What follows belongs to an exercise in optimizing a design on an open flow for small area; a production flow would make more cautious choices.
The RTL was checked by simulation tests, not by an equivalence proof against the original design.
Power and IR drop assume default switching activity.

### design/flow/design.v
package rgb_conv_pkg;
  localparam int DATA_WIDTH   = 8;
  localparam int WEIGHT_WIDTH = 8;
  localparam int ACC_WIDTH    = 24;
  localparam int NUM_TAPS     = 27;
  localparam int BIAS_ADDR    = 27;
  function automatic integer tap_idx(input integer ch, input integer ky, input integer kx);
    tap_idx = ch * 9 + ky * 3 + kx;
  endfunction
endpackage
module conv3x3_channel_mac
#(
  parameter int DATA_WIDTH   = rgb_conv_pkg::DATA_WIDTH,
  parameter int WEIGHT_WIDTH = rgb_conv_pkg::WEIGHT_WIDTH,
  parameter int ACC_WIDTH    = rgb_conv_pkg::ACC_WIDTH
) (
  input  logic                          clk,
  input  logic                          rst,
  input  logic [9*DATA_WIDTH-1:0]       pix_i,
  input  logic [9*WEIGHT_WIDTH-1:0]     wt_i,
  output logic signed [ACC_WIDTH-1:0]   sum_o
);
  localparam int PW = DATA_WIDTH + WEIGHT_WIDTH;
  logic signed [PW-1:0]        prod_d [9];
  logic signed [PW-1:0]        prod_q [9];
  logic signed [ACC_WIDTH-1:0] sum_d;
  logic signed [ACC_WIDTH-1:0] sum_q;
  always_comb begin
    for (int k = 0; k < 9; k++) begin
      prod_d[k] = $signed({1'b0, pix_i[k*DATA_WIDTH +: DATA_WIDTH]}) *
                  $signed(wt_i[k*WEIGHT_WIDTH +: WEIGHT_WIDTH]);
    end
  end
  always_comb begin
    sum_d = '0;
    for (int k = 0; k < 9; k++) begin
      sum_d = sum_d + ACC_WIDTH'(prod_q[k]);
    end
  end
  always_ff @(posedge clk) begin
    if (rst) begin
      for (int k = 0; k < 9; k++) prod_q[k] <= '0;
      sum_q <= '0;
    end else begin
      for (int k = 0; k < 9; k++) prod_q[k] <= prod_d[k];
      sum_q <= sum_d;
    end
  end
  assign sum_o = sum_q;
endmodule
module rgb_conv3x3_engine
#(
  parameter int DATA_WIDTH   = rgb_conv_pkg::DATA_WIDTH,
  parameter int WEIGHT_WIDTH = rgb_conv_pkg::WEIGHT_WIDTH,
  parameter int ACC_WIDTH    = rgb_conv_pkg::ACC_WIDTH,
  parameter int IMAGE_SIZE   = 224
) (
  input  logic                         clk,
  input  logic                         rst,
  input  logic                         col_valid,
  input  logic [3*DATA_WIDTH-1:0]      col_r,
  input  logic [3*DATA_WIDTH-1:0]      col_g,
  input  logic [3*DATA_WIDTH-1:0]      col_b,
  input  logic                         wt_we,
  input  logic [4:0]                   wt_addr,
  input  logic [ACC_WIDTH-1:0]         wt_data,
  output logic signed [ACC_WIDTH-1:0]  conv_out,
  output logic                         conv_valid,
  output logic [7:0]                   out_row,
  output logic [7:0]                   out_col,
  output logic                         frame_done
);
  localparam logic [7:0] LAST_COL = 8'(IMAGE_SIZE - 1);
  localparam logic [7:0] LAST_ROW = 8'(IMAGE_SIZE - 3);
  logic [2:0][3*DATA_WIDTH-1:0] win_r_q, win_g_q, win_b_q;
  logic [7:0] in_col_q, in_col_d;
  logic [7:0] in_row_q, in_row_d;
  logic       eligible;
  logic signed [WEIGHT_WIDTH-1:0] wt_q [rgb_conv_pkg::NUM_TAPS];
  logic signed [ACC_WIDTH-1:0]    bias_q;
  logic                 wp_we_q;
  logic [4:0]           wp_addr_q;
  logic [ACC_WIDTH-1:0] wp_data_q;
  logic       tag_v_q   [3];
  logic [7:0] tag_row_q [3];
  logic [7:0] tag_col_q [3];
  logic signed [ACC_WIDTH-1:0] bias_p_q [2];
  logic signed [ACC_WIDTH-1:0] conv_out_q;
  logic       conv_valid_q, frame_done_q;
  logic [7:0] out_row_q, out_col_q;
  logic [9*DATA_WIDTH-1:0]   pix_r, pix_g, pix_b;
  logic [9*WEIGHT_WIDTH-1:0] wv_r, wv_g, wv_b;
  logic signed [ACC_WIDTH-1:0] sum_r, sum_g, sum_b;
  assign eligible = col_valid && (in_col_q >= 8'd2);
  always_comb begin
    in_col_d = in_col_q;
    in_row_d = in_row_q;
    if (col_valid) begin
      if (in_col_q == LAST_COL) begin
        in_col_d = '0;
        in_row_d = (in_row_q == LAST_ROW) ? 8'd0 : in_row_q + 8'd1;
      end else begin
        in_col_d = in_col_q + 8'd1;
      end
    end
  end
  always_comb begin
    pix_r = '0;
    pix_g = '0;
    pix_b = '0;
    wv_r  = '0;
    wv_g  = '0;
    wv_b  = '0;
    for (int ky = 0; ky < 3; ky++) begin
      for (int kx = 0; kx < 3; kx++) begin
        pix_r[(ky*3+kx)*DATA_WIDTH +: DATA_WIDTH] = win_r_q[kx][ky*DATA_WIDTH +: DATA_WIDTH];
        pix_g[(ky*3+kx)*DATA_WIDTH +: DATA_WIDTH] = win_g_q[kx][ky*DATA_WIDTH +: DATA_WIDTH];
        pix_b[(ky*3+kx)*DATA_WIDTH +: DATA_WIDTH] = win_b_q[kx][ky*DATA_WIDTH +: DATA_WIDTH];
        wv_r[(ky*3+kx)*WEIGHT_WIDTH +: WEIGHT_WIDTH] = wt_q[rgb_conv_pkg::tap_idx(0, ky, kx)];
        wv_g[(ky*3+kx)*WEIGHT_WIDTH +: WEIGHT_WIDTH] = wt_q[rgb_conv_pkg::tap_idx(1, ky, kx)];
        wv_b[(ky*3+kx)*WEIGHT_WIDTH +: WEIGHT_WIDTH] = wt_q[rgb_conv_pkg::tap_idx(2, ky, kx)];
      end
    end
  end
  conv3x3_channel_mac #(
    .DATA_WIDTH(DATA_WIDTH), .WEIGHT_WIDTH(WEIGHT_WIDTH), .ACC_WIDTH(ACC_WIDTH)
  ) u_mac_r (.clk(clk), .rst(rst), .pix_i(pix_r), .wt_i(wv_r), .sum_o(sum_r));
  conv3x3_channel_mac #(
    .DATA_WIDTH(DATA_WIDTH), .WEIGHT_WIDTH(WEIGHT_WIDTH), .ACC_WIDTH(ACC_WIDTH)
  ) u_mac_g (.clk(clk), .rst(rst), .pix_i(pix_g), .wt_i(wv_g), .sum_o(sum_g));
  conv3x3_channel_mac #(
    .DATA_WIDTH(DATA_WIDTH), .WEIGHT_WIDTH(WEIGHT_WIDTH), .ACC_WIDTH(ACC_WIDTH)
  ) u_mac_b (.clk(clk), .rst(rst), .pix_i(pix_b), .wt_i(wv_b), .sum_o(sum_b));
  always_ff @(posedge clk) begin
    if (rst) begin
      win_r_q      <= '0;
      win_g_q      <= '0;
      win_b_q      <= '0;
      in_col_q     <= '0;
      in_row_q     <= '0;
      for (int t = 0; t < rgb_conv_pkg::NUM_TAPS; t++) wt_q[t] <= '0;
      bias_q       <= '0;
      wp_we_q      <= 1'b0;
      wp_addr_q    <= '0;
      wp_data_q    <= '0;
      for (int s = 0; s < 3; s++) begin
        tag_v_q[s]   <= 1'b0;
        tag_row_q[s] <= '0;
        tag_col_q[s] <= '0;
      end
      bias_p_q[0]  <= '0;
      bias_p_q[1]  <= '0;
      conv_out_q   <= '0;
      conv_valid_q <= 1'b0;
      out_row_q    <= '0;
      out_col_q    <= '0;
      frame_done_q <= 1'b0;
    end else begin
      if (col_valid) begin
        win_r_q <= {col_r, win_r_q[2], win_r_q[1]};
        win_g_q <= {col_g, win_g_q[2], win_g_q[1]};
        win_b_q <= {col_b, win_b_q[2], win_b_q[1]};
      end
      in_col_q <= in_col_d;
      in_row_q <= in_row_d;
      wp_we_q   <= wt_we;
      wp_addr_q <= wt_addr;
      wp_data_q <= wt_data;
      if (wp_we_q) begin
        for (int t = 0; t < rgb_conv_pkg::NUM_TAPS; t++) begin
          if (wp_addr_q == 5'(t)) wt_q[t] <= wp_data_q[WEIGHT_WIDTH-1:0];
        end
        if (wp_addr_q == 5'(rgb_conv_pkg::BIAS_ADDR)) bias_q <= wp_data_q;
      end
      tag_v_q[0]   <= eligible;
      tag_row_q[0] <= in_row_q;
      tag_col_q[0] <= in_col_q - 8'd2;
      for (int s = 1; s < 3; s++) begin
        tag_v_q[s]   <= tag_v_q[s-1];
        tag_row_q[s] <= tag_row_q[s-1];
        tag_col_q[s] <= tag_col_q[s-1];
      end
      bias_p_q[0] <= bias_q;
      bias_p_q[1] <= bias_p_q[0];
      conv_out_q   <= sum_r + sum_g + sum_b + bias_p_q[1];
      conv_valid_q <= tag_v_q[2];
      out_row_q    <= tag_row_q[2];
      out_col_q    <= tag_col_q[2];
      frame_done_q <= tag_v_q[2] && (tag_row_q[2] == LAST_ROW) && (tag_col_q[2] == LAST_ROW);
    end
  end
  assign conv_out   = conv_out_q;
  assign conv_valid = conv_valid_q;
  assign out_row    = out_row_q;
  assign out_col    = out_col_q;
  assign frame_done = frame_done_q;
endmodule
### design/flow/constraint.sdc
create_clock -name core_clock -period 10.0 [get_ports {clk}]
set_input_delay 2.0000 -clock core_clock [delete_from_list [all_inputs] [get_ports {clk}]]
set_output_delay 2.0000 -clock core_clock [all_outputs]
set_load 0.01 [all_outputs]
### design/flow/run.sh
#!/bin/bash
# synth_recipe.tcl (not shown) runs the flow's synth.tcl, then flattens the netlist and writes it again
# the make line also repeats each setting of config.mk as NAME=value (left out here)
make -C /OpenROAD-flow-scripts/flow DESIGN_CONFIG=/design/flow/config.mk WORK_HOME=/design/flow/orfs CLKGATE_MAP_FILE= SYNTH_SCRIPT=/design/flow/synth_recipe.tcl finish
### design/flow/config.mk
export PLATFORM = sky130hd
export DESIGN_NAME = rgb_conv3x3_engine
export DESIGN_NICKNAME = rgb_conv3x3_engine
export VERILOG_FILES = /design/flow/design.v
export SDC_FILE = /design/flow/constraint.sdc
export NUM_CORES = 4
export LEC_CHECK = 0
export CAP_MARGIN = 20
export CORE_MARGIN = 2
export CORE_UTILIZATION = 45
export PLACE_DENSITY = 0.6
export SLEW_MARGIN = 20
==> out/qor.csv <==
metric,value,unit
CP Capture Type,flip-flop,
slowest CP cell,or4b_2,
fmax,144,MHz
asr flop ratio synth,0,%
Final Non-Filler Cells,14300,
synth warn,9,
main flop type after synthesis,dfxtp_1,
hold crit path type,reg -> reg,
Routed Antenna Nets,0,
min-delay src,tag_row_q[0][4]$_SDFF_PP0_,
Root Buffer,clkbuf_16,
DRC errors left,0,
register area share after synthesis,21.9,%
Die Wd,487,µm
highest routed layer,met4,
Final TNS setup,0,ns
initial core utilization,45.2,%
reg-to-reg startpoint,u_mac_r.prod_q[2][1]$_SDFF_PP0_,
switch share,24.3,%
power consumption,10.7,mW
via count,72200,
Comb power frac,3.6,%
register bit total from synthesis,1147,
DIE AREA,237000,µm²
area of the core,232000,µm²
Cells after Synth,11200,
Peak VDD IR,0.179,mV
Reg2Reg Depth,25,
Flop pwr share,44.7,%
library cells used by synthesis,85,
wire length on met3,10300,µm
GRT overflow,0,
# hold bufs at CTS,0,
Internal,8.08,mW
Post-Route M1 WL,118000,µm
per-cell routed wire length,18.2,µm
HPWL after DPL,202000,µm
pwr dens,93.6,nW/µm²
Longest Clk Path Bufs,3,
status,timing/DRC/antenna clean,
Leak,56.1,nW
initial antenna violation count,7,
Max Slew Vio Count,0,
setup repair after global routing missed its margin,false,
WL met2,121000,µm
"Reg clk slew, reported paths",0.06,ns
CP peak stage delay,0.60,ns
final instance area,114000,µm²
dpl ws,3.06,ns
row count,177,
Reg-to-Reg End,u_mac_r.sum_q[19]$_SDFF_PP0_,
max-cap violations,0,
relative slew slack,24.6,%
reg2reg setup slack,3.05,ns
crit-path leading delay family,adder cells,
Setup Buffers After CTS,0,
post-synth top area cell,fa_1,
IO Pins,147,
clock sinks,1147,
Final Skew,0.0343,ns
vias in the first global route,75900,
Hold Slack,0.429,ns
Tightest Pin Transition,1.13,ns
Post-DP Area,109000,µm²
synthesis-to-layout area growth,8.53,%
Post-synth EDFFs,0,
pin count of the biggest net entering global routing,214,
final WL,259000,µm
Detailed Route Iter0 Violations,3797,
CP bufs+invs,3,
fillers,21600,
Crit Path Category,reg -> reg,
syn_nets,13900,
later-pin clock latency in the skew report,0.81,ns
chip height,487,µm
Synth Cell Area,105000,µm²
worst endpoint required time,10.75,ns
NumNets Final,13800,
setup violators final,0,
CP max FO,6,
vias per cell,5.06,
placed insts,14000,
H-tree depth,4,
Most common cell on crit path,fa_1,
Total GRT Usage,22.4,%
"top cells by area, synth","fa_1, dfxtp_1, ha_1, inv_1, and2_1",
Placer Congestion,0.899,
final hold viol count,0,
first-pass GRT wire length,421000,µm
CTS buffer count,143,
final worst slack,3.05,ns
top cell type's share of synthesized area,26.1,%
CP Data Arrival Time,7.69,ns
Avg Inst Size Synth,9.35,µm²
part of the cycle the worst path needs,69.5,%
input/output buffers,146,
Resize count post-CTS,0,
Util after Layout,49.1,%
hold depth,1,
Clock Power Share,51.7,%
switching power,2.59,mW
worst hold path endpoint,tag_row_q[1][4]$_SDFF_PP0_,
CTS tree,yes,
crit path launch,u_mac_r.prod_q[2][1]$_SDFF_PP0_,
type of origin of the critical path,flip-flop,
crit path time final,6.95,ns
layout cells sized above 1,3.08,%
drt pass-1 iters,6,
==> kinds of logic (layout without fill, tap and decap cells) <==
kind of cell / count (synthesis) / count (layout) / share of synthesized area, %
adder cells (fa/ha/maj): 2598 / 2598 / 40.7
flip-flops: 1147 / 1147 / 21.9
XOR/XNOR: 406 / 406 / 3.39
buffers and inverters: 2275 / 2260 / 8.14
multiplexers: 400 / 400 / 3.82
AND/OR/NAND/NOR: 3548 / 3548 / 16.9
AO/OA/AOI/OAI: 860 / 860 / 5.16
other: 0 / 3 / 0
==> state kept, by name, indices dropped and copies added (netlist names), 5 cells and up <==
register / flops
bias_p_q: 48
win_g_q: 72
bias_q: 24
tag_col_q: 24
out_row_q: 8
in_col_q: 8
conv_out_q: 24
u_mac_r.sum_q: 24
win_r_q: 72
u_mac_b.sum_q: 24
u_mac_g.sum_q: 24
win_b_q: 72
wp_data_q: 24
u_mac_b.prod_q: 144
u_mac_r.prod_q: 144
wt_q: 216
wp_addr_q: 5
u_mac_g.prod_q: 144
tag_row_q: 24
out_col_q: 8
in_row_q: 8
==> layout by cell type, fill, tap and decap left out, types with 22 or more instances in the layout <==
cell type	synthesis	routed
nand2_1	826	826
inv_1	1822	1822
nor3_1	155	153
xnor2_1	231	231
nor2_1	909	907
mux2i_1	396	396
ha_1	1229	1229
o21ai_1	25	25
and2_1	895	895
nor2b_1	330	330
clkdlybuf4s50_1	0	144
fa_1	1369	1369
nand2b_1	232	232
buf_4	0	22
clkbuf_16	0	148
o21ai_0	152	152
a21oi_1	279	279
a21o_1	172	172
dfxtp_1	1147	1139
o21a_1	36	36
xor2_1	175	175
a31oi_1	59	59
or3_1	44	44
nand3_1	52	52
==> Yosys cell counts, drive strengths merged (5+ instances only) <==
library cell / count
a31oi: 59
and3: 19
a2111oi: 8
xor2: 175
o211ai: 6
a311oi: 6
nor2: 916
and2: 895
clkbuf: 417
nor3: 159
o21bai: 16
nand4b: 9
mux2i: 396
or3: 44
or2: 18
a211oi: 19
nand4: 21
o21a: 37
nand2: 826
nor3b: 10
o41ai: 5
o21ai: 180
nor2b: 330
buf: 35
ha: 1229
a21boi: 24
a21o: 173
nor4: 7
fa: 1369
xnor2: 231
nand3: 52
inv: 1822
o31ai: 11
a21oi: 285
dfxtp: 1147
nand2b: 232
==> worst reg2reg max path: stages, from the launching register on <==
cell and delay, ns:
dfxtp_1 0.32, fa_1 0.48, ha_1 0.23, fa_1 0.47
a21o_1 0.20, a21oi_1 0.22, nor2b_1 0.08, o21ai_1 0.16
a21oi_1 0.17, a31o_1 0.27, a2111oi_0 0.40, a21oi_1 0.13
fa_1 0.55, inv_1 0.07, fa_1 0.48, inv_1 0.06
fa_1 0.47, fa_1 0.49, inv_1 0.04, ha_1 0.37
nand2_1 0.12, nor2_1 0.17, nand2_1 0.11, or4b_2 0.60
o311ai_0 0.11, a311o_1 0.16
==> power groups by stage <==
| stage | registers (mW) | clock network (mW) | logic [mW] |
|---|---|---|---|
| 2_1_floorplan | 4.74 | 0 | 0.297 |
| 3_3_place_gp | 4.87 | 0 | 0.385 |
| 3_5_place_dp | 4.87 | 0 | 0.389 |
| 4_1_cts | 4.77 | 5.67 | 0.392 |
| 5_1_grt | 4.78 | 5.84 | 0.419 |
| 6_report | 4.77 | 5.52 | 0.384 |
==> worst max path at each step <==
| stage | end | slack [ns] | cells past startpoint |
|---|---|---|---|
| finish | u_mac_r.sum_q[19]$_SDFF_PP0_ | 3.05 | 25 |
| global route | u_mac_r.sum_q[23]$_SDFF_PP0_ | 2.72 | 26 |
| CTS | u_mac_r.sum_q[19]$_SDFF_PP0_ | 3.03 | 25 |
| detailed placement | u_mac_r.sum_q[19]$_SDFF_PP0_ | 3.06 | 25 |
| global placement | u_mac_r.sum_q[19]$_SDFF_PP0_ | 3.03 | 25 |
| floorplan | u_mac_r.sum_q[19]$_SDFF_PP0_ | 3.57 | 25 |
==> routing by layer <==
metal  vias to the layer above  GRT usage, %
met2                      1311          36.9
met4                         0          7.30
met3                       370          2.64
met1                     36000          30.6
met5                         -             0
li1                      34600             -
==> layout make-up <==
class / instances / area [µm²] / area share, %
antenna: 3 / 7.51 / 0.00659
clock buffer: 190 / 4070 / 3.57
clock inverter: 72 / 962 / 0.844
inverter: 1823 / 6840 / 6.00
multi-input combinational: 7812 / 73500 / 64.5
sequential: 1147 / 23000 / 20.2
tap: 3043 / 3810 / 3.34
timing repair buffer: 175 / 1770 / 1.55

[static timing again, ports no longer ideal]
No port has a modelled driver above. Below, the same layout with a new extraction and two added sets of constraints. Step 1 sets driving cells, clkbuf_16 on the clock port and buf_2 on the other inputs (assumed; they add their load-dependent delay and slew). Step 2 adds t to the input delays and takes it off the output delays; t is the mean of the earliest and latest rising clock arrival at the registers after step 1. Input paths then give back, and output paths get back, about the clock's delay inside the block. a / b / c = ideal ports / drivers / drivers and shift; a / b = the first two.
t, ns: 0.880
setup slack, ns: 3.054 / 3.054 / 3.054
worst setup path at the end: register to register
slew at the worst register clock pin (ns): 0.07 / 0.07
pins driven straight from the clock port: 1
After both steps setup and hold are still met in this run. The setup slack of this run moves by 0.000 ns with the drivers and by 0.000 ns with both steps.
